From an optimization exercise on the open Yosys and OpenROAD flow, aimed at small area, a short achievable clock period and few clock cycles per item; shortcuts taken in it are not production practice. In this exercise RTL edits were held to simulation tests only and were not proved equivalent to the original. The flow treats the clock pin as an ideal source. Dropping or thinning the clock tree relies on that and would not hold on a real chip. No activity file was given, so power comes from the tool's default toggle rates.

==> module serpent_round_ctrl, before the edit <==
module serpent_round_ctrl
#(
    parameter int NUM_ROUNDS = 32,
    parameter int KIDX_W     = 6
) (
    input  logic                     clk,
    input  logic                     rst,
    input  logic                     in_valid,
    output logic                     in_ready,
    input  logic [SERPENT_BLK_W-1:0] in_data,
    output logic [KIDX_W-1:0]        key_idx,
    input  logic [SERPENT_BLK_W-1:0] key_in,
    output logic                     out_valid,
    input  logic                     out_ready,
    output logic [SERPENT_BLK_W-1:0] out_data
);
    localparam logic [KIDX_W-1:0] FINAL_IDX = KIDX_W'(NUM_ROUNDS);
    logic [SERPENT_BLK_W-1:0] r_p;           
    logic [SERPENT_BLK_W-1:0] r_q;           
    logic [KIDX_W-1:0]        r_p_idx;       
    logic [KIDX_W-1:0]        r_q_idx;       
    logic                     r_p_vld, r_q_vld;
    logic [KIDX_W-1:0]        r_key_idx;     
    logic                     r_done;        
    logic                     r_in_ready;    
    logic [SERPENT_BLK_W-1:0] w_sub, w_lt, w_pre;
    logic                     w_p_done, w_stall, w_q_last;
    logic                     w_p_vld_n, w_q_vld_n;
    logic [KIDX_W-1:0]        w_p_idx_n, w_q_idx_n;
    logic [63:0] r_tab, w_tab_n;
    s_box_tab u_s_box_tab (
        .i_sel (w_p_idx_n[2:0]),
        .o_tab (w_tab_n)
    );
    s_box u_s_box (
        .i_tab  (r_tab),
        .i_data (r_p),
        .o_data (w_sub)
    );
    serpent_lt u_lt (
        .i_data (r_q),
        .o_data (w_lt)
    );
    assign w_p_done = r_done;                         
    assign w_stall  = w_p_done & ~out_ready;
    assign w_q_last = r_q_idx[5];                     
    assign w_pre    = ~r_q_vld ? in_data : (w_q_last ? r_q : w_lt);
    always_ff @(posedge clk) begin
        if (rst)           r_p <= '0;
        else if (!w_stall) r_p <= w_pre ^ key_in;
    end
    always_ff @(posedge clk) begin
        if (!w_stall) r_q <= w_sub;
    end
    always_ff @(posedge clk) begin
        r_tab <= w_tab_n;
    end
    always_comb begin
        w_q_vld_n = r_p_vld & ~w_p_done;
        w_q_idx_n = r_p_idx + 1'b1;
        w_p_vld_n = r_q_vld | (in_valid & in_ready);
        w_p_idx_n = r_q_vld ? r_q_idx : '0;
    end
    always_ff @(posedge clk) begin
        if (rst) begin
            r_p_vld   <= 1'b0;
            r_q_vld   <= 1'b0;
            r_p_idx   <= '0;
            r_q_idx   <= '0;
            r_key_idx <= '0;
            r_done    <= 1'b0;
            r_in_ready <= 1'b1;
        end else if (!w_stall) begin
            r_p_vld   <= w_p_vld_n;
            r_q_vld   <= w_q_vld_n;
            r_p_idx   <= w_p_idx_n;
            r_q_idx   <= w_q_idx_n;
            r_key_idx <= w_q_vld_n ? w_q_idx_n : '0;
            r_done    <= r_q_vld & r_q_idx[5];
            r_in_ready <= ~w_q_vld_n & ~(r_q_vld & r_q_idx[5]);
        end
    end
    assign in_ready  = r_in_ready;
    assign key_idx   = r_key_idx;
    assign out_valid = w_p_done;
    assign out_data  = r_p;
endmodule
clock: 6.0 ns
lec_check: 0
cap_margin: 20
core_margin: 2
core_utilization: 40
setup_slack_margin: 3.7
slew_margin: 20
standard.sh (not shown) runs the stock make flow with config.mk's settings and CLKGATE_MAP_FILE= SYNTH_SCRIPT=/design/flow/synth_recipe.tcl, a recipe that flattens the netlist after the stock synthesis.
==> flow/flow/run.sh <==
#!/bin/bash
# Own layout flow: the standard ORFS flow (standard.sh) with three changes to how the
# layout is built:
#  - the port buffers are plain buffers (buf_1, sized up later by repair where timing needs it)
#    rather than the delay buffers buffer_ports picks on its own;
#  - timing repair may resize cells across footprints;
#  - the clock tree is built by flow/manual_cts.tcl (two buffer levels: 4 root buffers on the
#    clock port, leaf buffers of at most 16 flip-flops) in place of TritonCTS's three levels.
# Each tool's full output goes to standard.log in the work folder.
set -uo pipefail
here=$(pwd)
export BUFFER_PORTS_ARGS="-buffer_cell sky130_fd_sc_hd__buf_1"
export MATCH_CELL_FOOTPRINT=0
export PRE_CTS_TCL="$here/flow/manual_cts.tcl"
export MANUAL_CTS_ROOTS=4
export MANUAL_CTS_LEAF_SIZE=16
bash standard.sh "BUFFER_PORTS_ARGS=$BUFFER_PORTS_ARGS" MATCH_CELL_FOOTPRINT=0 \
  "PRE_CTS_TCL=$PRE_CTS_TCL" MANUAL_CTS_ROOTS=4 MANUAL_CTS_LEAF_SIZE=16 finish > standard.log 2>&1
status=$?
tail -5 standard.log
exit $status
Other scripts of this flow, unchanged in this note and not shown: flow/flow/manual_cts.tcl
Testbench counts at the start, summed over its fixed seeds: cycles 12,864, blocks 384.
==> next run, changes <==
--- a/flow/design.v
+++ b/flow/design.v
@@ -108,15 +108,17 @@
     assign w_p_done = r_done;                         
     assign w_stall  = w_p_done & ~out_ready;
     assign w_q_last = r_q_idx[5];                     
     assign w_pre    = ~r_q_vld ? in_data : (w_q_last ? r_q : w_lt);
     always_ff @(posedge clk) begin
-        if (rst)           r_p <= '0;
-        else if (!w_stall) r_p <= w_pre ^ key_in;
-    end
-    always_ff @(posedge clk) begin
-        if (!w_stall) r_q <= w_sub;
+        if (rst) begin
+            r_p <= '0;
+            r_q <= '0;
+        end else if (!w_stall) begin
+            r_p <= w_pre ^ key_in;
+            r_q <= w_sub;
+        end
     end
     always_ff @(posedge clk) begin
         r_tab <= w_tab_n;
     end
     always_comb begin
The changed run completed without violations.
Synthesized cell count rose by about 26%.
Cell area rose by 3.4%.
Die area rose by about 4%.
Synthesized area rose by 4.1%.
Total power fell by 25%.
Sequential power fell by 18%.
Wire length rose by about 8%.
First-iteration DRC count rose by 14%.
Setup slack degrades by 110 ps.
Clock power hardly moves.
Worst hold slack degrades by 9.3 ps.
Global-route usage rose by 1.2 points.
Testbench counts after the change, summed over its fixed seeds: cycles 12,864, blocks 384.
In every run of this note, the design's own scripts or RTL, not TritonCTS, make the clock network.

## re-timing with driven ports
Ports are ideal in the flow. The routed layouts listed here were re-timed in OpenROAD. Step 1 (the two cells are an assumption about what drives the block):
set clk [get_ports {clk}]
set_driving_cell -lib_cell sky130_fd_sc_hd__clkbuf_16 $clk
set_driving_cell -lib_cell sky130_fd_sc_hd__buf_2 [delete_from_list [all_inputs] $clk]
Step 2 adds t to the input delays and takes it off the output delays; t is the mean of the earliest and latest rising clock arrival at the registers after step 1. Input paths then give back, and output paths get back, about the clock's delay inside the block. a / b / c = ideal ports / drivers / drivers and shift; a / b = the first two.
run | shift t [ns] | setup WS [ns] | hold WS [ns] | worst register clock-pin slew, ns
the first run | 0.518 | 3.659 / 3.537 / 3.319 | 0.506 / 0.506 / 0.506 | 0.08 / 0.08
the second run | 0.541 | 3.551 / 3.511 / 3.264 | 0.496 / 0.496 / 0.496 | 0.09 / 0.09
After both steps setup and hold are still met in every run listed. The setup slack of the first run, which loses most, moves by -0.122 ns with the drivers and by -0.340 ns with both steps.
